From an optimization exercise on the open Yosys and OpenROAD flow, aimed at small area, a short achievable clock period and few clock cycles per item; shortcuts taken in it are not production practice. Function was checked by simulation only, so behaviour that the tests miss may differ from the original. Power and IR drop assume default switching activity.

## flow/constraint.sdc

```tcl
create_clock -name core_clock -period 10.0 [get_ports {clk}]
set_input_delay 2.0000 -clock core_clock [delete_from_list [all_inputs] [get_ports {clk}]]
set_output_delay 2.0000 -clock core_clock [all_outputs]
set_load 0.01 [all_outputs]
```

## flow/design.v

```verilog
package mipsPkg;
    typedef enum logic [3:0] {
        ADD,
        SUB,
        AND,
        OR,
        XOR,
        NOR,
        SLT,
        SLTU,
        SLL,
        SRL,
        SRA,
        LUI
    } aluOpT;
    typedef enum logic [1:0] {
        ZERO,
        SIGN,
        UPPER
    } extOpT;
    typedef enum logic [1:0] {
        MULT,
        MULTU,
        DIV,
        DIVU
    } mdOpT;
endpackage
`timescale 1ns/1ns
module control (
    input  logic [31:0] instr,
    output logic        supported,
    output logic        hiLoDep
);
    logic [5:0] opcode;
    logic [5:0] funct;
    logic       rType;
    logic       rAlu, rShift, rHiLo;
    assign opcode = instr[31:26];
    assign funct  = instr[5:0];
    assign rType  = (opcode == 6'b000000);
    assign rAlu   = (funct[5:3] == 3'b100) || (funct[5:1] == 5'b10101);
    assign rShift = (funct[5:3] == 3'b000) && (funct[1:0] != 2'b01);
    assign rHiLo  = (funct[5:4] == 2'b01) && (funct[2] == 1'b0);
    assign supported = rType ? (rAlu || rShift || rHiLo) : (opcode[5:3] == 3'b001);
    assign hiLoDep   = rType && rHiLo;
endmodule
`timescale 1ns/1ns
module alu (
    input  logic [31:0] a,
    input  logic [31:0] b,
    input  logic [4:0]  shamt,
    input  logic        sub,
    input  logic        shLeft,
    input  logic        shArith,
    input  logic [3:0]  sel,
    input  logic [31:0] hi,
    input  logic [31:0] lo,
    output logic [31:0] y
);
    logic [32:0] sum;
    logic        ltS, ltU;
    logic [31:0] shIn, shOut, shRev;
    logic        fill;
    assign sum = {1'b0, a} + {1'b0, sub ? ~b : b} + {32'd0, sub};
    assign ltU = !sum[32];
    assign ltS = (a[31] ^ b[31]) ? a[31] : sum[31];
    always_comb begin
        for (int i = 0; i < 32; i++) begin
            shRev[i] = b[31 - i];
        end
    end
    assign shIn  = shLeft ? shRev : b;
    assign fill  = shArith & b[31];
    assign shOut = 32'($signed({fill, shIn}) >>> shamt);
    always_comb begin
        case (sel)
            4'd0:  y = sum[31:0];
            4'd1:  y = a & b;
            4'd2:   y = a | b;
            4'd3:  y = a ^ b;
            4'd4:  y = ~(a | b);
            4'd5:  y = {31'd0, ltS};
            4'd6: y = {31'd0, ltU};
            4'd7: begin
                for (int i = 0; i < 32; i++) begin
                    y[i] = shLeft ? shOut[31 - i] : shOut[i];
                end
            end
            4'd8:    y = b;
            4'd9:   y = hi;
            4'd10:   y = lo;
            default: y = 32'd0;
        endcase
    end
endmodule
`timescale 1ns/1ns
module mulDiv (
    input  logic        clk,
    input  logic        rstN,
    input  logic        start,
    input  logic        opSigned,
    input  logic        opDiv,
    input  logic [31:0] a,
    input  logic [31:0] b,
    input  logic        mtHi,
    input  logic        mtLo,
    input  logic [31:0] mtData,
    output logic        busy,
    output logic        busyNext,
    output logic [31:0] hi,
    output logic [31:0] lo
);
    typedef enum logic [2:0] {
        IDLE,
        NORM,
        ALIGN,
        STEP,
        FIX
    } stateT;
    stateT       state, stateD;
    logic        divMode, negHi, negLo;
    logic [5:0]  lzX, lzY;
    logic [5:0]  cnt;
    logic [31:0] bReg, mReg;
    logic [31:0] aMag, bMag;
    logic        aNeg, bNeg;
    logic [5:0]  lzHi, lzLo;
    assign aNeg = opSigned & a[31];
    assign bNeg = opSigned & b[31];
    assign aMag = aNeg ? (~a + 32'd1) : a;
    assign bMag = bNeg ? (~b + 32'd1) : b;
    lzCount uLzHi (.x(hi), .n(lzHi));
    lzCount uLzLo (.x(lo), .n(lzLo));
    logic        swap, qZero, prodZero;
    logic [5:0]  shAmt;
    logic [31:0] shSrc, shRes;
    assign swap     = lzX > lzY;                  
    assign prodZero = lzX[5] | lzY[5];
    assign qZero    = lzY < lzX;
    assign shSrc    = (divMode || !swap) ? lo : hi;
    assign shAmt    = divMode ? (lzY - lzX) : (swap ? lzX : lzY);
    assign shRes    = shSrc << shAmt[4:0];
    logic [31:0] addA, addB;
    logic        addC;
    logic [32:0] addS;
    logic [31:0] incA;
    logic        incC;
    logic [31:0] incS;
    logic        fixing;
    assign fixing = (state == FIX);
    always_comb begin
        if (fixing) begin
            addA = ~lo;
            addB = 32'd0;
            addC = 1'b1;
        end else if (divMode) begin
            addA = hi;
            addB = ~bReg;
            addC = 1'b1;
        end else begin
            addA = {lo[30:0], 1'b0};
            addB = mReg[31] ? bReg : 32'd0;
            addC = 1'b0;
        end
    end
    assign addS = {1'b0, addA} + {1'b0, addB} + {32'd0, addC};
    assign incA = fixing ? ~hi : {hi[30:0], lo[31]};
    assign incC = (fixing && divMode) ? 1'b1 : addS[32];
    assign incS = incA + {31'd0, incC};
    always_comb begin
        stateD = state;
        case (state)
            IDLE:  if (start && !(opDiv && b == 32'd0)) stateD = NORM;
            NORM:  stateD = ALIGN;
            ALIGN: begin
                if (divMode ? qZero : prodZero) stateD = (divMode && negHi) ? FIX : IDLE;
                else                            stateD = STEP;
            end
            STEP:  if (cnt == 6'd1) stateD = (negHi || negLo) ? FIX : IDLE;
            FIX:   stateD = IDLE;
            default: stateD = IDLE;
        endcase
    end
    assign busy     = (state != IDLE);
    assign busyNext = (stateD != IDLE);
    always_ff @(posedge clk) begin
        if (!rstN) begin
            state <= IDLE;
        end else begin
            state <= stateD;
        end
    end
    always_ff @(posedge clk) begin
        case (state)
            IDLE: begin
                divMode <= opDiv;
                negHi   <= opDiv ? aNeg : (aNeg ^ bNeg);
                negLo   <= aNeg ^ bNeg;
            end
            NORM: begin
                lzX <= lzHi;
                lzY <= lzLo;
            end
            ALIGN: begin
                if (divMode) begin
                    bReg <= shRes;
                    cnt  <= lzY - lzX + 6'd1;
                end else begin
                    bReg <= swap ? lo : hi;
                    mReg <= shRes;
                    cnt  <= 6'd32 - shAmt;
                end
            end
            STEP: begin
                cnt <= cnt - 6'd1;
                if (divMode) begin
                    bReg <= {1'b0, bReg[31:1]};
                end else begin
                    mReg <= {mReg[30:0], 1'b0};
                end
            end
            default: ;
        endcase
    end
    always_ff @(posedge clk) begin
        if (!rstN) begin
            hi <= '0;
            lo <= '0;
        end else begin
            case (state)
                IDLE: begin
                    if (start) begin
                        if (!(opDiv && b == 32'd0)) begin
                            hi <= aMag;
                            lo <= bMag;
                        end
                    end else begin
                        if (mtHi) hi <= mtData;
                        if (mtLo) lo <= mtData;
                    end
                end
                ALIGN: begin
                    if (!divMode) hi <= 32'd0;
                    lo <= 32'd0;
                end
                STEP: begin
                    if (divMode) begin
                        if (addS[32]) hi <= addS[31:0];
                        lo <= {lo[30:0], addS[32]};
                    end else begin
                        hi <= incS;
                        lo <= addS[31:0];
                    end
                end
                FIX: begin
                    if (negHi) hi <= incS;
                    if (negLo) lo <= addS[31:0];
                end
                default: ;
            endcase
        end
    end
endmodule
module lzCount (
    input  logic [31:0] x,
    output logic [5:0]  n
);
    logic [31:0] v4, v3, v2, v1;
    logic        z;
    assign z    = (x == 32'd0);
    assign n[5] = z;
    assign n[4] = !z && (x[31:16] == 16'd0);
    assign v4   = n[4] ? {x[15:0], 16'd0} : x;
    assign n[3] = !z && (v4[31:24] == 8'd0);
    assign v3   = n[3] ? {v4[23:0], 8'd0} : v4;
    assign n[2] = !z && (v3[31:28] == 4'd0);
    assign v2   = n[2] ? {v3[27:0], 4'd0} : v3;
    assign n[1] = !z && (v2[31:30] == 2'd0);
    assign v1   = n[1] ? {v2[29:0], 2'd0} : v2;
    assign n[0] = !z && !v1[31];
endmodule
`timescale 1ns/1ns
module regFile (
    input  logic        clk,
    input  logic        rstN,
    input  logic        we,
    input  logic [4:0]  wa,
    input  logic [31:0] wd,
    input  logic [4:0]  ra,
    output logic [31:0] rd
);
    logic [31:0] regs [32];
    logic [31:0] valid;
    always_ff @(posedge clk) begin
        if (!rstN) begin
            valid <= '0;
        end else if (we && (wa != 5'd0)) begin
            valid[wa] <= 1'b1;
        end
    end
    always_ff @(posedge clk) begin
        if (we && (wa != 5'd0)) begin
            regs[wa] <= wd;
        end
    end
    assign rd = valid[ra] ? regs[ra] : 32'd0;
endmodule
`timescale 1ns/1ns
module apbExecTop (
    input  logic        clk,
    input  logic        rstN,
    input  logic        pSel,
    input  logic        pEnable,
    input  logic        pWrite,
    input  logic [11:0] pAddr,
    input  logic [31:0] pWData,
    output logic [31:0] pRData,
    output logic        pReady,
    output logic        pSlvErr
);
    logic        setup, access;
    logic        aInstr, aReg, aHi, aLo, aErr;
    logic        supported, hiLoDep;
    logic [31:0] instrQ;
    logic        acInstr, acDep, acReg, acHi, acLo;
    logic        readyQ, errQ;
    logic [31:0] rdataQ;
    logic [4:0]  portAddr;
    logic [31:0] portData;
    logic        mdBusy, mdBusyNext, unitBusy, unitBusyNext;
    logic        issue;
    assign setup  = pSel && !pEnable;
    assign access = pSel && pEnable;
    assign aInstr = pWrite && (pAddr == 12'h000) && supported;
    assign aReg   = !pWrite && (pAddr[11:7] == 5'b00010) && (pAddr[1:0] == 2'b00);
    assign aHi    = !pWrite && (pAddr == 12'h200);
    assign aLo    = !pWrite && (pAddr == 12'h204);
    assign aErr   = !(aInstr || aReg || aHi || aLo);
    control uControl (.instr(pWData), .supported(supported), .hiLoDep(hiLoDep));
    assign issue = access && readyQ && acInstr;
    assign pReady  = readyQ;
    assign pSlvErr = errQ;
    assign pRData  = rdataQ;
    always_ff @(posedge clk) begin
        if (!rstN) begin
            readyQ  <= 1'b0;
            acInstr <= 1'b0;
            acReg   <= 1'b0;
            acHi    <= 1'b0;
            acLo    <= 1'b0;
        end else if (setup) begin
            acInstr <= aInstr;
            acReg   <= aReg;
            acHi    <= aHi;
            acLo    <= aLo;
            readyQ  <= aErr || (aInstr && !(hiLoDep && mdBusyNext));
        end else if (access && !readyQ) begin
            if (acReg || ((acHi || acLo) && !mdBusy)) begin
                readyQ <= 1'b1;
            end else if (acInstr) begin
                readyQ <= !mdBusyNext;
            end
        end else begin
            readyQ <= 1'b0;
        end
    end
    always_ff @(posedge clk) begin
        if (setup) begin
            instrQ <= pWData;
            acDep  <= hiLoDep;
            errQ   <= aErr;
        end
    end
    always_ff @(posedge clk) begin
        if (setup) begin
            rdataQ <= 32'd0;
        end else if (access && !readyQ) begin
            if (acReg)     rdataQ <= portData;
            else if (acHi) rdataQ <= hi;
            else if (acLo) rdataQ <= lo;
        end
    end
    logic        v1, v2;
    logic [31:0] opA, opB;
    logic [31:0] hi, lo;
    logic [5:0]  opcode, funct;
    logic        rType, immOp, shiftVar;
    logic [31:0] extImm;
    assign opcode   = instrQ[31:26];
    assign funct    = instrQ[5:0];
    assign rType    = (opcode == 6'b000000);
    assign immOp    = !rType;
    assign shiftVar = rType && (funct[5:3] == 3'b000) && funct[2];
    always_comb begin
        if (opcode[2:0] == 3'b111)        extImm = {instrQ[15:0], 16'h0000};
        else if (opcode[2] == 1'b0)       extImm = {{16{instrQ[15]}}, instrQ[15:0]};
        else                              extImm = {16'h0000, instrQ[15:0]};
    end
    logic        exWe, exSub, exShLeft, exShArith, exMd, exSigned, exDiv;
    logic [3:0]  exSel;
    logic [4:0]  exRd, exShamt;
    logic        mtHi, mtLo;
    logic [31:0] exY;
    logic        wr;
    logic [3:0]  sel;
    logic        sub, wen;
    always_comb begin
        sel = 4'd0;
        sub = 1'b0;
        wen = 1'b1;
        if (rType) begin
            case (funct)
                6'h20, 6'h21: ;
                6'h22, 6'h23: sub = 1'b1;
                6'h24: sel = 4'd1;
                6'h25: sel = 4'd2;
                6'h26: sel = 4'd3;
                6'h27: sel = 4'd4;
                6'h2a: begin sel = 4'd5;  sub = 1'b1; end
                6'h2b: begin sel = 4'd6; sub = 1'b1; end
                6'h10: sel = 4'd9;
                6'h12: sel = 4'd10;
                6'h11, 6'h13, 6'h18, 6'h19, 6'h1a, 6'h1b: wen = 1'b0;
                default: sel = 4'd7;
            endcase
        end else begin
            case (opcode[2:0])
                3'b010: begin sel = 4'd5;  sub = 1'b1; end
                3'b011: begin sel = 4'd6; sub = 1'b1; end
                3'b100: sel = 4'd1;
                3'b101: sel = 4'd2;
                3'b110: sel = 4'd3;
                3'b111: sel = 4'd8;
                default: ;
            endcase
        end
    end
    assign mtHi = v1 && rType && (funct == 6'h11);
    assign mtLo = v1 && rType && (funct == 6'h13);
    always_ff @(posedge clk) begin
        if (!rstN) begin
            v1 <= 1'b0;
            v2 <= 1'b0;
        end else begin
            v1 <= issue;
            v2 <= v1;
        end
    end
    always_ff @(posedge clk) begin
        if (v1) begin
            exWe      <= wen;
            exSel     <= sel;
            exSub     <= sub;
            exShLeft  <= (funct[1:0] == 2'b00);
            exShArith <= funct[0];
            exShamt   <= shiftVar ? opA[4:0] : instrQ[10:6];
            exRd      <= rType ? instrQ[15:11] : instrQ[20:16];
            exMd      <= rType && (funct[5:3] == 3'b011);
            exSigned  <= !funct[0];
            exDiv     <= funct[1];
        end
    end
    always_ff @(posedge clk) begin
        if (setup) begin
            portAddr <= pWrite ? pWData[25:21] : pAddr[6:2];
        end else if (issue) begin
            portAddr <= instrQ[20:16];
        end
    end
    logic [31:0] rfData;
    assign wr       = v2 && exWe && (exRd != 5'd0);
    assign portData = (wr && (exRd == portAddr)) ? exY : rfData;
    always_ff @(posedge clk) begin
        if (issue) begin
            opA <= portData;
        end
        if (v1) begin
            opB <= immOp ? extImm : portData;
        end
    end
    regFile uRegFile (
        .clk(clk), .rstN(rstN), .we(wr), .wa(exRd), .wd(exY),
        .ra(portAddr), .rd(rfData)
    );
    alu uAlu (
        .a(opA), .b(opB), .shamt(exShamt), .sub(exSub), .shLeft(exShLeft),
        .shArith(exShArith), .sel(exSel), .hi(hi), .lo(lo), .y(exY)
    );
    mulDiv uMulDiv (
        .clk(clk), .rstN(rstN), .start(v2 && exMd), .opSigned(exSigned),
        .opDiv(exDiv), .a(opA), .b(opB), .mtHi(mtHi), .mtLo(mtLo), .mtData(opA),
        .busy(unitBusy), .busyNext(unitBusyNext), .hi(hi), .lo(lo)
    );
    logic v1Md;
    assign v1Md       = v1 && rType && (funct[5:3] == 3'b011);
    assign mdBusy     = unitBusy || v1Md || (v2 && exMd);
    assign mdBusyNext = unitBusyNext || v1Md
                     || (issue && rType && (funct[5:3] == 3'b011));
endmodule
```

## flow/run.sh

```bash
#!/bin/bash
# synth_recipe.tcl (not shown) runs the flow's synth.tcl, then flattens the netlist and writes it again
# the make line also repeats each setting of config.mk as NAME=value (left out here)
make -C /OpenROAD-flow-scripts/flow DESIGN_CONFIG=/design/flow/config.mk WORK_HOME=/design/flow/orfs CLKGATE_MAP_FILE= SYNTH_SCRIPT=/design/flow/synth_recipe.tcl finish
```

## flow/config.mk

```make
export PLATFORM = sky130hd
export DESIGN_NAME = apbExecTop
export DESIGN_NICKNAME = apbExecTop
export VERILOG_FILES = /design/flow/design.v
export SDC_FILE = /design/flow/constraint.sdc
export NUM_CORES = 4
export LEC_CHECK = 0
export CAP_MARGIN = 20
export CORE_MARGIN = 2
export CORE_UTILIZATION = 45
export PLACE_DENSITY = 0.6
export SLEW_MARGIN = 20
```

==> run notes, run 1 <==
Mapped Area approximately 73000 um2; Area Overhead vs Synth 11.7%; fraction of synthesized area in multiplexers 0.162; TritonCTS Buffers approximately 150; post-place instance area around 77000 um2; routed wire length about 280000 um; Post-DRT Antenna Nets 0; CP endpoint kind flip-flop; Max FO, Critical Path 10; Cell Rows 148; CTS resizes 0; Synth Area in Adders 0.0267; drt pass-1 iters 9; skew final approximately 0.075 ns; Pwr Density between 150 and 200 nW/um2; worst-margin pin slew around 1.3 ns; core area roughly 160000 um2; Hold Slack 0.455 ns; clock latency (worst-skew pair) around 0.83 ns; vias in the first global route approximately 50000; status finished clean; Post-Synth XOR/XNOR Area 0.0220; final setup vio count 0; Top Usage Layer GRT met1; Synth area leaders edfxtp_1, mux4_2, dfxtp_1; floorplan die area roughly 170000 um2; post-synthesis sequential area ratio 0.543; min-delay src rdataQ[18]; Final min period between 7 and 8 ns; Slew Viols, Final 0; max_cap viols 0; Peak Freq ~130 MHz; Post-synth top flop edfxtp_1; clk slew on worst S/H paths 0.06 ns; Seq cells post-synth around 1400; Mapped Nets between 5000 and 6000; post-synth cell types 113; # clock sinks 1376; largest family of logic cells by synthesized area multiplexers; layout cells sized above 1 0.174; Root Driver clkbuf_16; initial DRC count a little over 8000; io pins just over 80; slew margin rel. 0.136; Post-synth ARST share 0; CP Data Arrival Time 8.14 ns; Hold-fix buffers, CTS 0; Tcrit/Tclk final 0.746; initial core utilization 0.452; Synth warnings 4; Worst R2R Start uMulDiv.state[2]; Die Ht roughly 410 um; grt total ovfl 0; Die X around 400 um; share of the synthesized area in the top cell type 0.502; final core utilization 0.505; clock buffer depth 3; RSZ-0062 raised after global routing false; Tot Pwr 12.3 mW; cell count after synthesis around 5700; worst min path class flip-flop to flip-flop; Total Nets Final between 5000 and 6000; Hold Path Cell Cnt 2; CP required roughly 11 ns; setup TNS 0 ns; Synth Area per Inst 12.8 um2; Post-synth EDFFs around 1200; input/output buffers 82; Yosys top cell by area edfxtp_1; Hold Path End rdataQ[18]; fin area 82000 um2; LEAKAGE ~28 nW; wire per inst 34.6 um; postcts setup bufs 0; GRT met2 Usage 0.466; post-DP HPWL between 150000 and 200000 um; simple-gate share of the synthesized area 0.0860; first-pass GRT wire length about 390000 um; M1 GR Usage 0.468; reg2reg end uMulDiv.hi[30]; GRT Total Usage 0.326; TritonCTS clock tree yes; largest net degree at the start of global routing 99; initial antenna violation count 11; via/cell ratio ~6.8; Fin. Hold Viols 0; RD Place Congestion between 1 and 1.5; worst-case reg-to-reg path depth 26; compound-gate portion of the synthesized area 0.125; VDD IR max 0.000172 V; vias about 54000; # DRC 0; met3 Use GR 0.0712; reg-to-reg slack, setup around 2.5 ns; htree depth 4; Worst setup SP type flip-flop; Crit Path Category flip-flop to flip-flop
critical path, cell delays in order, from the launching register on:
cell and delay, ns:
dfxtp_1 0.50, or3b_1 0.61, nor2_1 0.17, a31oi_1 0.07, fa_1 0.48, fa_1 0.48
nor2b_1 0.17, o31a_1 0.18, o21a_1 0.17, o311ai_2 0.15, o21ai_2 0.38, a41o_1 0.32
and3_1 0.18, o311ai_0 0.14, buf_4 0.17, nand2_1 0.21, ha_1 0.41, or3b_2 0.51
nor4_1 0.39, o22ai_1 0.14, buf_4 0.21, nor3_2 0.41, o211ai_1 0.24, xnor2_1 0.19
o22ai_1 0.10, a221oi_1 0.23, a21oi_1 0.10
per-layer routing:
layer | share of wire | routed length [um]
met1 | 0.40 | 111000
met2 | 0.43 | 117000
met3 | 0.12 | 31900
met4 | 0.057 | 15600
met5 | 0.00037 | 101
state kept, by name, indices dropped and copies added (netlist names), 6 cells and up, named ones only:
| register | count |
|---|---|
| opA | 32 |
| uMulDiv.lzY | 6 |
| opB | 32 |
| uRegFile.regs | 1024 |
| uMulDiv.mReg | 32 |
| uMulDiv.lo | 32 |
| uMulDiv.bReg | 32 |
| instrQ | 27 |
| rdataQ | 32 |
| uMulDiv.lzX | 6 |
| uRegFile.valid | 32 |
| uMulDiv.hi | 32 |
| uMulDiv.cnt | 6 |
kinds of logic (layout without fill, tap and decap cells):
group           after synthesis  after routing
simple gates               1356           1356
other cells                   0              6
fa+ha+maj                   154            154
mux                         676            676
buf+inv                     634            714
compound gates             1341           1341
xor+xnor                    184            184
flops                      1376           1376
cell usage in the layout (no fill, tap or decap), types with 26 or more instances in the layout:
cell type and instances:
a222oi_1 43, nor3_1 66, mux2_2 44, o31ai_1 26, nor2_1 395, buf_4 200
a211oi_1 86, ha_1 150, a31oi_1 62, a21oi_1 304, o22ai_1 36, clkbuf_16 152
o21ai_0 260, o21a_1 27, xor2_1 72, nand2b_1 32, nor2_4 34, mux2i_1 227
clkbuf_1 38, nand3_1 114, inv_1 141, and3_1 34, xnor2_1 112, a22oi_1 45
mux4_2 396, nand2_1 415, a21o_1 42, o211ai_1 60, dfxtp_1 142, edfxtp_1 1227
clkdlybuf4s50_1 82, nor2b_1 61, clkinv_1 38, a221oi_1 49, nor4_1 35
area by class of cell:
| class | instances | area, um2 |
|---|---|---|
| antenna | 6 | 15.0 |
| clock buffer | 193 | 3980 |
| clock inverter | 86 | 1020 |
| fill | 13971 | 80400 |
| inverter | 148 | 556 |
| multi-input combinational | 3711 | 31500 |
| sequential | 1376 | 39800 |
| tap | 2175 | 2720 |
| timing repair buffer | 287 | 2380 |
metrics by stage:
stage / worst slack [ns] / std cells
after floorplan: 2.52 / 5721
after global placement: 2.84 / 7693
after detailed placement: 2.71 / 7695
after CTS: 2.70 / 7974
after global routing: 2.22 / 7977
final: 2.54 / 7982
how the worst max path moves through the flow:
stage,start,end,slack (ns)
global route,uMulDiv.state[2],uMulDiv.hi[30],2.22
floorplan,uMulDiv.state[0],uMulDiv.hi[30],2.52
global placement,uMulDiv.state[2],uMulDiv.hi[30],2.84
CTS,uMulDiv.state[2],uMulDiv.hi[30],2.70
detailed placement,uMulDiv.state[2],uMulDiv.hi[30],2.71
finish,uMulDiv.state[2],uMulDiv.hi[30],2.54
cell usage after synthesis, drive strengths merged (29+ instances only):
master,instances
edfxtp,1227
nor2,432
nand2,416
mux4,403
clkbuf,355
a21oi,307
o21ai,279
mux2i,228
ha,150
dfxtp,149
inv,147
buf,131
nand3,114
xnor2,112
a211oi,92
nor3,74
xor2,72
a31oi,62
nor2b,62
o211ai,61
a221oi,53
a22oi,45
mux2,45
a21o,43
a222oi,43
nor4,40
o22ai,39
and3,35
nand2b,32
o31ai,29
where the power goes:
group | leakage (nW) | internal, mW | switching (mW) | total (mW)
clock network | 2.40 | 3.15 | 2.45 | 5.60
registers | 12.4 | 6.19 | 0.0559 | 6.24
logic | 13.0 | 0.253 | 0.230 | 0.483
Testbench counts, summed over its fixed seeds: cycles 32,185, items 12,128.
==> run 2, diff against run 1 <==
--- a/flow/design.v
+++ b/flow/design.v
@@ -59,2 +59,3 @@
 );
+    logic [33:0] sumW;
     logic [32:0] sum;
@@ -63,3 +64,4 @@
     logic        fill;
-    assign sum = {1'b0, a} + {1'b0, sub ? ~b : b} + {32'd0, sub};
+    assign sumW = {1'b0, a, 1'b1} + {1'b0, sub ? ~b : b, sub};
+    assign sum  = sumW[33:1];
     assign ltU = !sum[32];
@@ -112,14 +114,10 @@
 );
-    typedef enum logic [2:0] {
-        IDLE,
-        NORM,
-        ALIGN,
-        STEP,
-        FIX
-    } stateT;
-    stateT       state, stateD;
+    logic        sNorm, sAlign, sStep, sFix;
     logic        divMode, negHi, negLo;
-    logic [5:0]  lzX, lzY;
+    logic        swapQ, doneQ;
+    logic [5:0]  shAmtQ;
     logic [5:0]  cnt;
     logic [31:0] bReg, mReg;
+    logic [33:0] b3Reg;
+    logic        accept, lastStep, fixNeeded;
     logic [31:0] aMag, bMag;
@@ -127,37 +125,44 @@
     logic [5:0]  lzHi, lzLo;
-    assign aNeg = opSigned & a[31];
-    assign bNeg = opSigned & b[31];
-    assign aMag = aNeg ? (~a + 32'd1) : a;
-    assign bMag = bNeg ? (~b + 32'd1) : b;
+    assign aNeg   = opSigned & a[31];
+    assign bNeg   = opSigned & b[31];
+    assign aMag   = aNeg ? (~a + 32'd1) : a;
+    assign bMag   = bNeg ? (~b + 32'd1) : b;
+    assign accept = start && !(opDiv && (b == 32'd0));
     lzCount uLzHi (.x(hi), .n(lzHi));
     lzCount uLzLo (.x(lo), .n(lzLo));
-    logic        swap, qZero, prodZero;
-    logic [5:0]  shAmt;
-    logic [31:0] shSrc, shRes;
-    assign swap     = lzX > lzY;                  
-    assign prodZero = lzX[5] | lzY[5];
-    assign qZero    = lzY < lzX;
-    assign shSrc    = (divMode || !swap) ? lo : hi;
-    assign shAmt    = divMode ? (lzY - lzX) : (swap ? lzX : lzY);
-    assign shRes    = shSrc << shAmt[4:0];
-    logic [31:0] addA, addB;
+    logic swapD, doneD;
+    logic [5:0] shAmtD;
+    assign swapD  = lzHi > lzLo;
+    assign doneD  = divMode ? (lzLo < lzHi) : (lzHi[5] | lzLo[5]);
+    assign shAmtD = divMode ? (lzLo - lzHi) : ((swapD ? lzHi : lzLo) & 6'b111110);
+    logic [31:0] shSrc, shRes, mcand;
+    assign shSrc = (divMode || !swapQ) ? lo : hi;
+    assign shRes = shSrc << shAmtQ[4:0];
+    assign mcand = swapQ ? lo : hi;
+    logic [33:0] addA, addB;
     logic        addC;
-    logic [32:0] addS;
-    logic [31:0] incA;
-    logic        incC;
-    logic [31:0] incS;
-    logic        fixing;
-    assign fixing = (state == FIX);
+    logic [34:0] addW;
+    logic [33:0] addS;
+    logic        divGeq;
     always_comb begin
-        if (fixing) begin
-            addA = ~lo;
-            addB = 32'd0;
+        if (sFix) begin
+            addA = {2'b00, ~lo};
+            addB = 34'd0;
             addC = 1'b1;
+        end else if (sAlign) begin
+            addA = {2'b00, mcand};
+            addB = {1'b0, mcand, 1'b0};
+            addC = 1'b0;
         end else if (divMode) begin
-            addA = hi;
-            addB = ~bReg;
+            addA = {2'b00, hi};
+            addB = {2'b11, ~bReg};
             addC = 1'b1;
         end else begin
-            addA = {lo[30:0], 1'b0};
-            addB = mReg[31] ? bReg : 32'd0;
+            addA = {2'b00, lo[29:0], 2'b00};
+            case (mReg[31:30])
+                2'd0:    addB = 34'd0;
+                2'd1:    addB = {2'b00, bReg};
+                2'd2:    addB = {1'b0, bReg, 1'b0};
+                default: addB = b3Reg;
+            endcase
             addC = 1'b0;
@@ -165,27 +170,35 @@
     end
-    assign addS = {1'b0, addA} + {1'b0, addB} + {32'd0, addC};
-    assign incA = fixing ? ~hi : {hi[30:0], lo[31]};
-    assign incC = (fixing && divMode) ? 1'b1 : addS[32];
-    assign incS = incA + {31'd0, incC};
-    always_comb begin
-        stateD = state;
-        case (state)
-            IDLE:  if (start && !(opDiv && b == 32'd0)) stateD = NORM;
-            NORM:  stateD = ALIGN;
-            ALIGN: begin
-                if (divMode ? qZero : prodZero) stateD = (divMode && negHi) ? FIX : IDLE;
-                else                            stateD = STEP;
-            end
-            STEP:  if (cnt == 6'd1) stateD = (negHi || negLo) ? FIX : IDLE;
-            FIX:   stateD = IDLE;
-            default: stateD = IDLE;
-        endcase
-    end
-    assign busy     = (state != IDLE);
-    assign busyNext = (stateD != IDLE);
+    assign addW   = {addA, 1'b1} + {addB, addC};
+    assign addS   = addW[34:1];
+    assign divGeq = !addS[33];
+    logic [31:0] hiSrc;
+    logic [1:0]  hiAdd;
+    logic [2:0]  hiLow;
+    logic [29:0] hiUpInc;
+    logic [31:0] hiNext;
+    assign hiSrc   = sFix ? ~hi : {hi[29:0], lo[31:30]};
+    assign hiAdd   = sFix ? {1'b0, divMode | addS[32]} : addS[33:32];
+    assign hiLow   = {1'b0, hiSrc[1:0]} + {1'b0, hiAdd};
+    assign hiUpInc = hiSrc[31:2] + 30'd1;
+    assign hiNext  = {hiLow[2] ? hiUpInc : hiSrc[31:2], hiLow[1:0]};
+    assign lastStep  = sStep && (cnt == 6'd1);
+    assign fixNeeded = negHi | negLo;
+    logic nNorm, nAlign, nStep, nFix;
+    assign nNorm  = accept;
+    assign nAlign = sNorm;
+    assign nStep  = (sAlign && !doneQ) || (sStep && !lastStep);
+    assign nFix   = (sAlign && doneQ && divMode && negHi) || (lastStep && fixNeeded);
+    assign busy     = sNorm | sAlign | sStep | sFix;
+    assign busyNext = nNorm | nAlign | nStep | nFix;
     always_ff @(posedge clk) begin
         if (!rstN) begin
-            state <= IDLE;
+            sNorm  <= 1'b0;
+            sAlign <= 1'b0;
+            sStep  <= 1'b0;
+            sFix   <= 1'b0;
         end else begin
-            state <= stateD;
+            sNorm  <= nNorm;
+            sAlign <= nAlign;
+            sStep  <= nStep;
+            sFix   <= nFix;
         end
@@ -193,32 +206,31 @@
     always_ff @(posedge clk) begin
-        case (state)
-            IDLE: begin
-                divMode <= opDiv;
-                negHi   <= opDiv ? aNeg : (aNeg ^ bNeg);
-                negLo   <= aNeg ^ bNeg;
-            end
-            NORM: begin
-                lzX <= lzHi;
-                lzY <= lzLo;
+        if (accept) begin
+            divMode <= opDiv;
+            negHi   <= opDiv ? aNeg : (aNeg ^ bNeg);
+            negLo   <= aNeg ^ bNeg;
+        end
+        if (sNorm) begin
+            swapQ  <= swapD;
+            doneQ  <= doneD;
+            shAmtQ <= shAmtD;
+        end
+        if (sAlign) begin
+            if (divMode) begin
+                bReg <= shRes;
+                cnt  <= shAmtQ + 6'd1;
+            end else begin
+                bReg  <= mcand;
+                b3Reg <= addS;
+                mReg  <= shRes;
+                cnt   <= 6'd16 - {1'b0, shAmtQ[5:1]};
             end
-            ALIGN: begin
-                if (divMode) begin
-                    bReg <= shRes;
-                    cnt  <= lzY - lzX + 6'd1;
-                end else begin
-                    bReg <= swap ? lo : hi;
-                    mReg <= shRes;
-                    cnt  <= 6'd32 - shAmt;
-                end
-            end
-            STEP: begin
-                cnt <= cnt - 6'd1;
-                if (divMode) begin
-                    bReg <= {1'b0, bReg[31:1]};
-                end else begin
-                    mReg <= {mReg[30:0], 1'b0};
-                end
+        end
+        if (sStep) begin
+            cnt <= cnt - 6'd1;
+            if (divMode) begin
+                bReg <= {1'b0, bReg[31:1]};
+            end else begin
+                mReg <= {mReg[29:0], 2'b00};
             end
-            default: ;
-        endcase
+        end
     end
@@ -228,34 +240,22 @@
             lo <= '0;
+        end else if (accept) begin
+            hi <= aMag;
+            lo <= bMag;
+        end else if (sAlign) begin
+            if (!divMode) hi <= 32'd0;
+            lo <= 32'd0;
+        end else if (sStep) begin
+            if (divMode) begin
+                if (divGeq) hi <= addS[31:0];
+                lo <= {lo[30:0], divGeq};
+            end else begin
+                hi <= hiNext;
+                lo <= addS[31:0];
+            end
+        end else if (sFix) begin
+            if (negHi) hi <= hiNext;
+            if (negLo) lo <= addS[31:0];
         end else begin
-            case (state)
-                IDLE: begin
-                    if (start) begin
-                        if (!(opDiv && b == 32'd0)) begin
-                            hi <= aMag;
-                            lo <= bMag;
-                        end
-                    end else begin
-                        if (mtHi) hi <= mtData;
-                        if (mtLo) lo <= mtData;
-                    end
-                end
-                ALIGN: begin
-                    if (!divMode) hi <= 32'd0;
-                    lo <= 32'd0;
-                end
-                STEP: begin
-                    if (divMode) begin
-                        if (addS[32]) hi <= addS[31:0];
-                        lo <= {lo[30:0], addS[32]};
-                    end else begin
-                        hi <= incS;
-                        lo <= addS[31:0];
-                    end
-                end
-                FIX: begin
-                    if (negHi) hi <= incS;
-                    if (negLo) lo <= addS[31:0];
-                end
-                default: ;
-            endcase
+            if (mtHi) hi <= mtData;
+            if (mtLo) lo <= mtData;
         end
@@ -324,5 +324,4 @@
     logic [31:0] instrQ;
-    logic        acInstr, acDep, acReg, acHi, acLo;
+    logic        acInstr, acRead, acReg, acHi, acLo;
     logic        readyQ, errQ;
-    logic [31:0] rdataQ;
     logic [4:0]  portAddr;
@@ -342,3 +341,5 @@
     assign pSlvErr = errQ;
-    assign pRData  = rdataQ;
+    assign pRData  = opA;
+    logic capture;
+    assign capture = access && !readyQ && acRead && !((acHi || acLo) && mdBusy);
     always_ff @(posedge clk) begin
@@ -347,2 +348,3 @@
             acInstr <= 1'b0;
+            acRead  <= 1'b0;
             acReg   <= 1'b0;
@@ -352,2 +354,3 @@
             acInstr <= aInstr;
+            acRead  <= !pWrite;
             acReg   <= aReg;
@@ -355,7 +358,7 @@
             acLo    <= aLo;
-            readyQ  <= aErr || (aInstr && !(hiLoDep && mdBusyNext));
+            readyQ  <= pWrite && (aErr || !(hiLoDep && mdBusyNext));
         end else if (access && !readyQ) begin
-            if (acReg || ((acHi || acLo) && !mdBusy)) begin
-                readyQ <= 1'b1;
-            end else if (acInstr) begin
+            if (acRead) begin
+                readyQ <= capture;
+            end else begin
                 readyQ <= !mdBusyNext;
@@ -369,3 +372,2 @@
             instrQ <= pWData;
-            acDep  <= hiLoDep;
             errQ   <= aErr;
@@ -373,11 +375,2 @@
     end
-    always_ff @(posedge clk) begin
-        if (setup) begin
-            rdataQ <= 32'd0;
-        end else if (access && !readyQ) begin
-            if (acReg)     rdataQ <= portData;
-            else if (acHi) rdataQ <= hi;
-            else if (acLo) rdataQ <= lo;
-        end
-    end
     logic        v1, v2;
@@ -475,2 +468,7 @@
             opA <= portData;
+        end else if (capture) begin
+            if (acReg)     opA <= portData;
+            else if (acHi) opA <= hi;
+            else if (acLo) opA <= lo;
+            else           opA <= 32'd0;
         end
--- a/flow/config.mk
+++ b/flow/config.mk
@@ -11,2 +11,3 @@
 export PLACE_DENSITY = 0.6
+export SETUP_SLACK_MARGIN = 5
 export SLEW_MARGIN = 20
==> run 2 against run 1 <==
Compared with the run above:
- sequential share of layout area fell by 1.8 points
- via count rose by 2.9%
- clock skew fell by 0.031 ns
- sequential power barely moved
- global-route usage rose by 0.56 points
- clock power fell by 5.2%
- routed wire length rose by 2.7%
- cell count rose by 4.2%
- critical endpoint is now uMulDiv.hi[19]
- final area rose by 3.0%
- highest routed layer unchanged
- register-to-register slack improved by 1.3 ns
==> run notes, run 2 <==
Mapped Nets roughly 6000; worst-margin pin slew around 1.2 ns; most frequent cells in the layout edfxtp_1, nor2_1, nand2_1; Synth Area per Inst approximately 12 um2; most used cell, CP buf_4; routed wl met2 approximately 130000 um; DR top layer met5; max_cap viols 0; io pins 83; Final min period roughly 6 ns; CP required 10.64 ns; GRT Total Usage 0.332; floorplan die area around 170000 um2; Seq cells post-synth roughly 1400; Area Overhead vs Synth 14.8%; RD Place Congestion about 1; Total Nets Final approximately 6200; layout cells sized above 1 0.205; Die X 408 um; slew margin rel. 0.208; Post-synth top flop edfxtp_1; via/cell ratio approximately 6.7; area of the multi-input gates 32900 um2; max reg flops around 1000; LEAKAGE 29.5 nW; Max FO, Critical Path 6; htree depth 4; Crit Path Category flip-flop to flip-flop; first-pass GRT wire length 397000 um; fillcell total around 14000; Peak Freq between 150 and 200 MHz; Pwr Density approximately 140 nW/um2; initial antenna violation count 15; max incr delay on CP ~0.42 ns; vias in the first global route 52736; Mapped Area 73600 um2; TritonCTS Buffers 150; Fin. Hold Viols 0; CP Data Arrival Time 6.79 ns; routed wire length 283000 um; post-synthesis sequential area ratio 0.537; # clock sinks about 1400; clock buffer depth 3; share of the synthesized area in the top cell type 0.487; worst min path class flip-flop to flip-flop; Slowest-stage cell, CP dfxtp_4; core area around 160000 um2; drt pass-1 iters 9; Die Ht between 400 and 500 um; Post-synth top cells edfxtp_1, nor2_1, a21oi_1; final core utilization 0.519; initial core utilization 0.453; Reg with most FFs uRegFile.regs; Root Driver clkbuf_16; vias 55435; Yosys top cell by area edfxtp_1; setup TNS 0 ns; biggest regs uRegFile.regs x1024, uMulDiv.b3Reg x34; DR WL met3 28800 um; Cell Rows 148; # DRC 0; largest net degree at the start of global routing between 100 and 150; Post-synth EDFFs between 1000 and 1500; final setup vio count 0; status finished clean; Tcrit/Tclk final 0.615; cell count after synthesis a little under 6000; most common cell after layout, fill and taps aside edfxtp_1; Synth warnings 4; post-synth cell types 110; register area 39500 um2; wire per inst between 30 and 40 um; Post-synth ARST share 0; input/output buffers 82; clock latency (worst-skew pair) roughly 0.82 ns; initial DRC count roughly 8300; Slew Viols, Final 0; post-DP HPWL between 150000 and 200000 um; Hold-fix buffers, CTS 0; CP endpoint kind flip-flop; Post-DRT Antenna Nets 0; DRT met1 WL about 110000 um; VDD IR max around 0.00017 V; TritonCTS clock tree yes; skew final around 0.044 ns; RSZ-0062 raised after global routing true; Synth area leaders edfxtp_1, mux4_2, dfxtp_1; clk slew on worst S/H paths 0.06 ns; Worst setup SP type flip-flop; most common cell in the netlist edfxtp_1; grt total ovfl 0
==> run 2: through the flow <==
step                cell area, um2  total power [mW]  setup slack [ns]  hold slack (ns)  instances
CTS                          83600              12.2              3.87            0.460       8267
global route                 84400              12.5              3.63            0.492       8311
floorplan                    73800              6.75              4.06            0.431       5928
detailed placement           77400              6.97              2.59            0.451       7916
finish                       84400              12.2              3.85            0.465       8316
global placement             77400              6.97              2.60            0.443       7916
==> run 2: kinds of logic (layout without fill, tap and decap cells) <==
group	Yosys count	in the layout	synth area share
AO/OA/AOI/OAI	1442	1443	0.131
AND/OR/NAND/NOR	1377	1377	0.0855
flip-flops	1376	1376	0.537
multiplexers	744	744	0.163
buffers and inverters	643	849	0.0349
XOR/XNOR	190	190	0.0226
adder cells (fa/ha/maj)	156	156	0.0268
other	0	6	0
==> run 2: layout make-up <==
cell class / instances / share of cell area
Antenna cell: 6 / 0.000178
Sequential cell: 1376 / 0.468
Tap cell: 2175 / 0.0322
Timing Repair inverter: 5 / 0.000415
Clock inverter: 73 / 0.00744
Inverter: 147 / 0.00679
Clock buffer: 192 / 0.0476
Multi-Input combinational cell: 3910 / 0.389
Timing Repair Buffer: 432 / 0.0480
==> run 2: worst paths after layout <==
kind                         start              to  slack, ns  cells past startpoint
setup / recovery  uMulDiv.mReg[31]  uMulDiv.hi[19]       3.85                     32
hold / removal             acInstr         acInstr       0.46                      2
setup reg to reg  uMulDiv.mReg[31]  uMulDiv.hi[19]       3.85                     32
hold reg to reg            acInstr         acInstr       0.46                      2
==> run 2: timing repair <==
action / CTS / global route
pin swaps: 78 / 64
cloned: 13 / 5
resized for setup: 144 / 119
setup buffers: 73 / 38
endpoints found under the setup margin: 117 / 201
==> run 2: layer usage <==
layer,vias up,track usage
li1,23304,-
met1,27848,0.436
met4,19,0.189
met2,3436,0.505
met3,828,0.0775
met5,-,0.00287
==> run 2: critical path, delay by kind of cell, from the launching register on <==
family          cells  cell delay [ns]
compound gates     13             2.39
xor+xnor            1             0.12
fa+ha+maj           3             0.78
buf+inv             8             1.12
flops               1             0.42
mux                 1             0.23
simple gates        6             0.89
==> run 2: where the power goes <==
part	internal, mW	switching (mW)
clock network	2.92	2.39
logic	0.291	0.337
registers	6.18	0.0440
Testbench counts of run 2, summed over its fixed seeds: cycles 29,644, items 12,128.
==> run 3, diff against run 2 <==
--- a/flow/design.v
+++ b/flow/design.v
@@ -54,3 +54,3 @@
     input  logic        shArith,
-    input  logic [3:0]  sel,
+    input  logic [10:0] sel,
     input  logic [31:0] hi,
@@ -76,22 +76,19 @@
     assign shOut = 32'($signed({fill, shIn}) >>> shamt);
+    logic [31:0] shY;
     always_comb begin
-        case (sel)
-            4'd0:  y = sum[31:0];
-            4'd1:  y = a & b;
-            4'd2:   y = a | b;
-            4'd3:  y = a ^ b;
-            4'd4:  y = ~(a | b);
-            4'd5:  y = {31'd0, ltS};
-            4'd6: y = {31'd0, ltU};
-            4'd7: begin
-                for (int i = 0; i < 32; i++) begin
-                    y[i] = shLeft ? shOut[31 - i] : shOut[i];
-                end
-            end
-            4'd8:    y = b;
-            4'd9:   y = hi;
-            4'd10:   y = lo;
-            default: y = 32'd0;
-        endcase
+        for (int i = 0; i < 32; i++) begin
+            shY[i] = shLeft ? shOut[31 - i] : shOut[i];
+        end
     end
+    assign y = ({32{sel[4'd0]}}  & sum[31:0])
+             | ({32{sel[4'd1]}}  & (a & b))
+             | ({32{sel[4'd2]}}   & (a | b))
+             | ({32{sel[4'd3]}}  & (a ^ b))
+             | ({32{sel[4'd4]}}  & ~(a | b))
+             | ({32{sel[4'd5]}}  & {31'd0, ltS})
+             | ({32{sel[4'd6]}} & {31'd0, ltU})
+             | ({32{sel[4'd7]}}  & shY)
+             | ({32{sel[4'd8]}}    & b)
+             | ({32{sel[4'd9]}}   & hi)
+             | ({32{sel[4'd10]}}   & lo);
 endmodule
@@ -111,2 +108,4 @@
     output logic        busyNext,
+    output logic        leftLe2,
+    output logic        leftLe3,
     output logic [31:0] hi,
@@ -114,6 +113,5 @@
 );
-    logic        sNorm, sAlign, sStep, sFix;
+    logic        sAlign, sStep, sRes, sFix;
     logic        divMode, negHi, negLo;
-    logic        swapQ, doneQ;
-    logic [5:0]  shAmtQ;
+    logic [5:0]  lzX, lzY;
     logic [5:0]  cnt;
@@ -130,13 +128,13 @@
     assign accept = start && !(opDiv && (b == 32'd0));
-    lzCount uLzHi (.x(hi), .n(lzHi));
-    lzCount uLzLo (.x(lo), .n(lzLo));
-    logic swapD, doneD;
-    logic [5:0] shAmtD;
-    assign swapD  = lzHi > lzLo;
-    assign doneD  = divMode ? (lzLo < lzHi) : (lzHi[5] | lzLo[5]);
-    assign shAmtD = divMode ? (lzLo - lzHi) : ((swapD ? lzHi : lzLo) & 6'b111110);
+    lzCount uLzHi (.x(aMag), .n(lzHi));
+    lzCount uLzLo (.x(bMag), .n(lzLo));
+    logic       swap, done;
+    logic [5:0] shAmt;
+    assign swap  = lzX > lzY;
+    assign done  = divMode ? (lzY < lzX) : (lzX[5] | lzY[5]);
+    assign shAmt = divMode ? (lzY - lzX) : ((swap ? lzX : lzY) & 6'b111110);
     logic [31:0] shSrc, shRes, mcand;
-    assign shSrc = (divMode || !swapQ) ? lo : hi;
-    assign shRes = shSrc << shAmtQ[4:0];
-    assign mcand = swapQ ? lo : hi;
+    assign shSrc = (divMode || !swap) ? lo : hi;
+    assign shRes = shSrc << shAmt[4:0];
+    assign mcand = swap ? lo : hi;
     logic [33:0] addA, addB;
@@ -173,31 +171,42 @@
     assign divGeq = !addS[33];
-    logic [31:0] hiSrc;
-    logic [1:0]  hiAdd;
-    logic [2:0]  hiLow;
-    logic [29:0] hiUpInc;
-    logic [31:0] hiNext;
-    assign hiSrc   = sFix ? ~hi : {hi[29:0], lo[31:30]};
-    assign hiAdd   = sFix ? {1'b0, divMode | addS[32]} : addS[33:32];
-    assign hiLow   = {1'b0, hiSrc[1:0]} + {1'b0, hiAdd};
-    assign hiUpInc = hiSrc[31:2] + 30'd1;
-    assign hiNext  = {hiLow[2] ? hiUpInc : hiSrc[31:2], hiLow[1:0]};
+    logic [1:0]  cQ;
+    logic [31:0] incSrc;
+    logic [1:0]  incAmt;
+    logic [31:0] hiInc;
+    logic        loZero;
+    assign loZero = (lo == 32'd0);
+    assign incSrc = sFix ? ~hi : hi;
+    assign incAmt = sFix ? {1'b0, divMode | loZero} : cQ;
+    assign hiInc  = incSrc + {30'd0, incAmt};
     assign lastStep  = sStep && (cnt == 6'd1);
     assign fixNeeded = negHi | negLo;
-    logic nNorm, nAlign, nStep, nFix;
-    assign nNorm  = accept;
-    assign nAlign = sNorm;
-    assign nStep  = (sAlign && !doneQ) || (sStep && !lastStep);
-    assign nFix   = (sAlign && doneQ && divMode && negHi) || (lastStep && fixNeeded);
-    assign busy     = sNorm | sAlign | sStep | sFix;
-    assign busyNext = nNorm | nAlign | nStep | nFix;
+    logic nAlign, nStep, nRes, nFix, carryOut;
+    assign carryOut = !divMode && (addS[33:32] != 2'd0);
+    assign nAlign = accept;
+    assign nStep  = (sAlign && !done) || (sStep && !lastStep);
+    assign nRes   = lastStep && carryOut;
+    assign nFix   = fixNeeded && ((sAlign && done && divMode)
+                               || (lastStep && !carryOut) || sRes);
+    assign busy     = sAlign | sStep | sRes | sFix;
+    assign busyNext = nAlign | nStep | nRes | nFix;
+    logic [6:0] left;
+    always_comb begin
+        if (sStep)       left = {1'b0, cnt} + {6'd0, !divMode} + {6'd0, fixNeeded};
+        else if (sRes)   left = 7'd1 + {6'd0, fixNeeded};
+        else if (sFix)   left = 7'd1;
+        else if (sAlign) left = done ? (7'd1 + {6'd0, divMode & fixNeeded}) : 7'd64;
+        else             left = 7'd0;
+    end
+    assign leftLe2 = (left <= 7'd2);
+    assign leftLe3 = (left <= 7'd3);
     always_ff @(posedge clk) begin
         if (!rstN) begin
-            sNorm  <= 1'b0;
             sAlign <= 1'b0;
             sStep  <= 1'b0;
+            sRes   <= 1'b0;
             sFix   <= 1'b0;
         end else begin
-            sNorm  <= nNorm;
             sAlign <= nAlign;
             sStep  <= nStep;
+            sRes   <= nRes;
             sFix   <= nFix;
@@ -207,2 +216,4 @@
         if (accept) begin
+            lzX     <= lzHi;
+            lzY     <= lzLo;
             divMode <= opDiv;
@@ -211,7 +222,2 @@
         end
-        if (sNorm) begin
-            swapQ  <= swapD;
-            doneQ  <= doneD;
-            shAmtQ <= shAmtD;
-        end
         if (sAlign) begin
@@ -219,3 +225,3 @@
                 bReg <= shRes;
-                cnt  <= shAmtQ + 6'd1;
+                cnt  <= shAmt + 6'd1;
             end else begin
@@ -224,3 +230,3 @@
                 mReg  <= shRes;
-                cnt   <= 6'd16 - {1'b0, shAmtQ[5:1]};
+                cnt   <= 6'd16 - {1'b0, shAmt[5:1]};
             end
@@ -240,2 +246,3 @@
             lo <= '0;
+            cQ <= '0;
         end else if (accept) begin
@@ -243,2 +250,3 @@
             lo <= bMag;
+            cQ <= 2'd0;
         end else if (sAlign) begin
@@ -251,7 +259,11 @@
             end else begin
-                hi <= hiNext;
+                hi <= {hiInc[29:0], lo[31:30]};
                 lo <= addS[31:0];
+                cQ <= addS[33:32];
             end
+        end else if (sRes) begin
+            hi <= hiInc;
+            cQ <= 2'd0;
         end else if (sFix) begin
-            if (negHi) hi <= hiNext;
+            if (negHi) hi <= hiInc;
             if (negLo) lo <= addS[31:0];
@@ -293,2 +305,3 @@
     logic [31:0] valid;
+    logic [31:0] sel;
     always_ff @(posedge clk) begin
@@ -305,3 +318,13 @@
     end
-    assign rd = valid[ra] ? regs[ra] : 32'd0;
+    always_comb begin
+        for (int i = 0; i < 32; i++) begin
+            sel[i] = (ra == 5'(i)) && valid[i];
+        end
+    end
+    always_comb begin
+        rd = 32'd0;
+        for (int i = 1; i < 32; i++) begin
+            rd = rd | ({32{sel[i]}} & regs[i]);
+        end
+    end
 endmodule
@@ -324,7 +347,9 @@
     logic [31:0] instrQ;
-    logic        acInstr, acRead, acReg, acHi, acLo;
+    logic        acInstr, acRead, acReg, acHi, acLo, acMt;
+    logic        okMt, okOther, aMt, leftLe2, leftLe3;
+    logic        wrD, wrQ, fwdQ, fwdD;
     logic        readyQ, errQ;
     logic [4:0]  portAddr;
-    logic [31:0] portData;
-    logic        mdBusy, mdBusyNext, unitBusy, unitBusyNext;
+    logic [31:0] portData, rfData;
+    logic        mdBusyNext, unitBusy, unitBusyNext;
     logic        issue;
@@ -341,5 +366,5 @@
     assign pSlvErr = errQ;
-    assign pRData  = opA;
-    logic capture;
-    assign capture = access && !readyQ && acRead && !((acHi || acLo) && mdBusy);
+    logic rdOkD;
+    assign pRData = acReg ? rfData : (acHi ? hi : (acLo ? lo : 32'd0));
+    assign rdOkD  = aReg ? !fwdD : ((aHi || aLo) ? !mdBusyNext : 1'b1);
     always_ff @(posedge clk) begin
@@ -358,8 +383,9 @@
             acLo    <= aLo;
-            readyQ  <= pWrite && (aErr || !(hiLoDep && mdBusyNext));
+            acMt    <= aMt;
+            readyQ  <= pWrite ? (aErr || !hiLoDep || (aMt ? okMt : okOther)) : rdOkD;
         end else if (access && !readyQ) begin
             if (acRead) begin
-                readyQ <= capture;
+                readyQ <= acReg || !mdBusyNext;
             end else begin
-                readyQ <= !mdBusyNext;
+                readyQ <= acMt ? okMt : okOther;
             end
@@ -392,3 +418,3 @@
     logic        exWe, exSub, exShLeft, exShArith, exMd, exSigned, exDiv;
-    logic [3:0]  exSel;
+    logic [10:0] exSel;
     logic [4:0]  exRd, exShamt;
@@ -444,3 +470,3 @@
             exWe      <= wen;
-            exSel     <= sel;
+            exSel     <= 11'd1 << sel;
             exSub     <= sub;
@@ -455,12 +481,23 @@
     end
+    logic [4:0]  portAddrD, rdD;
+    always_comb begin
+        if (setup)      portAddrD = pWrite ? pWData[25:21] : pAddr[6:2];
+        else if (issue) portAddrD = instrQ[20:16];
+        else            portAddrD = portAddr;
+    end
+    assign rdD = rType ? instrQ[15:11] : instrQ[20:16];
+    assign wrD  = v1 && wen && (rdD != 5'd0);
+    assign fwdD = wrD && (rdD == portAddrD);
     always_ff @(posedge clk) begin
-        if (setup) begin
-            portAddr <= pWrite ? pWData[25:21] : pAddr[6:2];
-        end else if (issue) begin
-            portAddr <= instrQ[20:16];
+        portAddr <= portAddrD;
+        if (!rstN) begin
+            wrQ  <= 1'b0;
+            fwdQ <= 1'b0;
+        end else begin
+            wrQ  <= wrD;
+            fwdQ <= fwdD;
         end
     end
-    logic [31:0] rfData;
-    assign wr       = v2 && exWe && (exRd != 5'd0);
-    assign portData = (wr && (exRd == portAddr)) ? exY : rfData;
+    assign wr       = wrQ;
+    assign portData = fwdQ ? exY : rfData;
     always_ff @(posedge clk) begin
@@ -468,7 +505,2 @@
             opA <= portData;
-        end else if (capture) begin
-            if (acReg)     opA <= portData;
-            else if (acHi) opA <= hi;
-            else if (acLo) opA <= lo;
-            else           opA <= 32'd0;
         end
@@ -489,3 +521,4 @@
         .opDiv(exDiv), .a(opA), .b(opB), .mtHi(mtHi), .mtLo(mtLo), .mtData(opA),
-        .busy(unitBusy), .busyNext(unitBusyNext), .hi(hi), .lo(lo)
+        .busy(unitBusy), .busyNext(unitBusyNext), .leftLe2(leftLe2),
+        .leftLe3(leftLe3), .hi(hi), .lo(lo)
     );
@@ -493,5 +526,6 @@
     assign v1Md       = v1 && rType && (funct[5:3] == 3'b011);
-    assign mdBusy     = unitBusy || v1Md || (v2 && exMd);
-    assign mdBusyNext = unitBusyNext || v1Md
-                     || (issue && rType && (funct[5:3] == 3'b011));
+    assign mdBusyNext = unitBusyNext || v1Md;
+    assign aMt     = (pWData[5:0] == 6'h11) || (pWData[5:0] == 6'h13);
+    assign okMt    = !v1Md && !(v2 && exMd) && leftLe2;
+    assign okOther = !v1Md && !(v2 && exMd) && leftLe3;
 endmodule
==> run 3 against run 2 <==
Compared with the run above:
- non-clock buffer count is 153 higher
- flip-flop and latch count down 23
- first-iteration DRC count increased by 48%
- critical path depth is 20 lower
- cell count rose by 5.2%
- synthesized area fell by 3.4%
- largest cell class unchanged
- final area grew 1.5%
- utilization rose by 2.8 points
- setup slack better by 0.48 ns
- register-to-register slack better by 0.64 ns
- still clean
==> run notes, run 3 <==
vias approximately 63000; clock latency (worst-skew pair) 0.82 ns; # clock sinks 1353; skew final 0.0667 ns; Worst setup SP type flip-flop; Slew Viols, Final 0; htree depth 4; core area approximately 160000 um2; RSZ-0062 raised after global routing true; most common cell in the netlist edfxtp_1; io pins 83; first-pass GRT wire length ~460000 um; Yosys top cell by area edfxtp_1; VDD IR max between 0.00015 and 0.0002 V; Post-DRT Antenna Nets 0; Slowest-stage cell, CP or3_4; via/cell ratio ~7.2; CP required around 8 ns; Reg with most FFs uRegFile.regs; clk slew on worst S/H paths 0.06 ns; Synth area leaders edfxtp_1, dfxtp_1, mux2i_1; GRT Total Usage 0.406; pre-CTS WS between 3 and 4 ns; worst-margin pin slew between 1 and 1.5 ns; Final WS setup 4.33 ns; wire per inst roughly 39 um; LEAKAGE 29.8 nW; Post-synth top flop edfxtp_1; setup TNS 0 ns; routed wire length 341000 um; Mapped Area slightly above 70000 um2; Final min period around 5.7 ns; max reg flops between 900 and 1000; slew margin rel. 0.220; Die X between 400 and 500 um; Buf/Inv on CP 4; clock buffer depth 3; Mapped Nets between 6000 and 7000; Hold-fix buffers, CTS 0; fillcell total ~13000; Peak Freq between 150 and 200 MHz; Synth warnings 4; status finished clean; most frequent cells in the layout edfxtp_1, nor2_1, nand2_1; Max FO, Critical Path 11; Pwr Density approximately 140 nW/um2; max incr delay on CP a little under 0.5 ns; CP endpoint kind output port; post-DP HPWL approximately 200000 um; grt total ovfl 0; Total Nets Final approximately 6800; Crit Path Category flip-flop to output port; Synth Area per Inst around 11 um2; post-synthesis sequential area ratio 0.545; vias in the first global route about 57000; Post-synth EDFFs ~1200; share of the synthesized area in the top cell type 0.493; Seq cells post-synth roughly 1400; largest net degree at the start of global routing 89; Area Overhead vs Synth 20.6%; final setup vio count 0; max_cap viols 0; Post-synth top cells edfxtp_1, nor2_1, clkbuf_1; post-synth cell types 111; critical-path cell list buf_6 > and3b_2 > and3_4 > buf_16 > buf_12 > a22o_1 > a221oi_2 > nand4_1 > or3_4 > nor2_2 > nor2_1 > buf_2; input/output buffers slightly above 80; initial antenna violation count 23; CP Data Arrival Time between 3 and 4 ns; initial DRC count 12325; TritonCTS clock tree yes; initial core utilization 0.454; floorplan die area approximately 160000 um2; Tcrit/Tclk final 0.567; # DRC 0; delay-heaviest family, CP simple AND/OR/NAND/NOR gates; Die Ht 401 um; RD Place Congestion 1.04; worst min path class flip-flop to flip-flop; biggest regs uRegFile.regs x992, uMulDiv.b3Reg x34; Cell Rows ~150; layout cells sized above 1 0.216; drt pass-1 iters 7; Fin. Hold Viols 0; most common cell after layout, fill and taps aside edfxtp_1; TritonCTS Buffers between 100 and 150; Post-synth ARST share 0; Root Driver clkbuf_16; cell count after synthesis ~6400
-- run 3: changes by cell type after synthesis, moves of 51 or more --
| cell | previous run | this run |
|---|---|---|
| clkbuf_1 | 357 | 440 |
| mux2i_1 | 329 | 254 |
| o21ai_0 | 277 | 341 |
| a22oi_1 | 74 | 224 |
| a221oi_1 | 88 | 212 |
| mux4_2 | 338 | 38 |
| nand3_1 | 85 | 159 |
| nand4_1 | 23 | 86 |
| mux2_2 | 64 | 115 |
| a22o_1 | 6 | 157 |
-- run 3: cell type report --
cell class,instances,area [um2],area share
inverter,170,658,0.00768
tap,2058,2570,0.0300
timing repair buffer,585,6170,0.0719
sequential,1353,38800,0.453
clock inverter,78,860,0.0100
antenna,9,22.5,0.000263
multi-input combinational,4308,32800,0.382
clock buffer,186,3890,0.0454
-- run 3: tightest hold or removal path: stages (launching register included) --
cell and delay, ns:
dfxtp_1 0.31, nand2_1 0.05, a21oi_1 0.05
-- run 3: cell families after synthesis --
logic type / Yosys count / share of synthesized area
buf+inv: 706 / 0.0377
fa+ha+maj: 159 / 0.0284
flops: 1353 / 0.545
xor+xnor: 203 / 0.0250
mux: 407 / 0.0660
simple gates: 1640 / 0.109
compound gates: 1897 / 0.188
-- run 3: through the flow --
step	hold slack [ns]	utilization	cells	cell area (um2)	total power [mW]
2_1_floorplan	0.432	-	6365	71200	6.30
3_3_place_gp	0.441	0.476	8192	74600	6.39
3_5_place_dp	0.450	0.477	8192	74600	6.39
4_1_cts	0.461	0.535	8637	83800	11.7
5_1_grt	0.490	0.548	8742	85700	12.0
6_report	0.461	0.548	8747	85700	11.8
-- run 3: path summary, 6_finish.rpt --
check                       end            from  depth (start not counted)  slack [ns]
hold reg to reg         acInstr         acInstr                          2        0.46
setup / recovery     pRData[24]     portAddr[1]                         12        4.33
setup reg to reg  uMulDiv.hi[2]  uMulDiv.lzY[0]                         30        4.49
hold / removal          acInstr         acInstr                          2        0.46
-- run 3: report_power, final --
part	switching (mW)	internal [mW]	total (mW)	leakage, nW
sequential	0.0501	6.07	6.12	11.9
combinational	0.114	0.0786	0.192	15.6
clock	2.44	3.00	5.44	2.27
total	2.60	9.15	11.8	29.8
-- run 3: what timing repair did --
item / CTS / global route
setup buffers: 149 / 97
setup endpoints to repair: 135 / 137
endpoints found under the hold margin: 0 / 0
cloned: 32 / 4
resized for setup: 673 / 224
pin swaps: 217 / 155
-- run 3: metal layers --
| metal | part of all wire | GRT usage | up-vias |
|---|---|---|---|
| met1 | 0.37 | 0.562 | 31229 |
| met5 | 0.0018 | 0.0187 | - |
| met3 | 0.17 | 0.162 | 1117 |
| met4 | 0.057 | 0.193 | 28 |
| met2 | 0.40 | 0.549 | 5447 |
| li1 | - | - | 25126 |
Testbench counts of run 3, summed over its fixed seeds: cycles 27,539, items 12,128.

-- separate check: timing with driven ports --
How much do the figures lean on ideal ports? The routed layouts below were timed once more, with nothing changed but the port constraints.
Step 1 (the two cells are an assumption about what drives the block):
set clk [get_ports {clk}]
set_driving_cell -lib_cell sky130_fd_sc_hd__clkbuf_16 $clk
set_driving_cell -lib_cell sky130_fd_sc_hd__buf_2 [delete_from_list [all_inputs] $clk]
Step 2, shift: input delay + t, output delay - t, t = (earliest + latest rising clock arrival at the registers) / 2. This alone moves slack from input paths to output paths.
a / b / c = ideal ports / drivers / drivers and shift; a / b = the first two.
| run | t, ns | slack for setup (ns) | hold WS [ns] | worst slew at a driven data input, ns |
|---|---|---|---|---|
| run 1 | 0.887 | 2.544 / 2.544 / 2.544 | 0.455 / 0.455 / 0.455 | 0.10 |
| run 2 | 0.881 | 3.852 / 3.852 / 3.852 | 0.465 / 0.465 / 0.465 | 0.17 |
| run 3 | 0.868 | 4.330 / 4.251 / 4.160 | 0.461 / 0.461 / 0.461 | 0.14 |
After both steps every run listed still meets setup and hold. The setup slack of run 3, which loses most, moves by -0.079 ns with the drivers and by -0.170 ns with both steps.
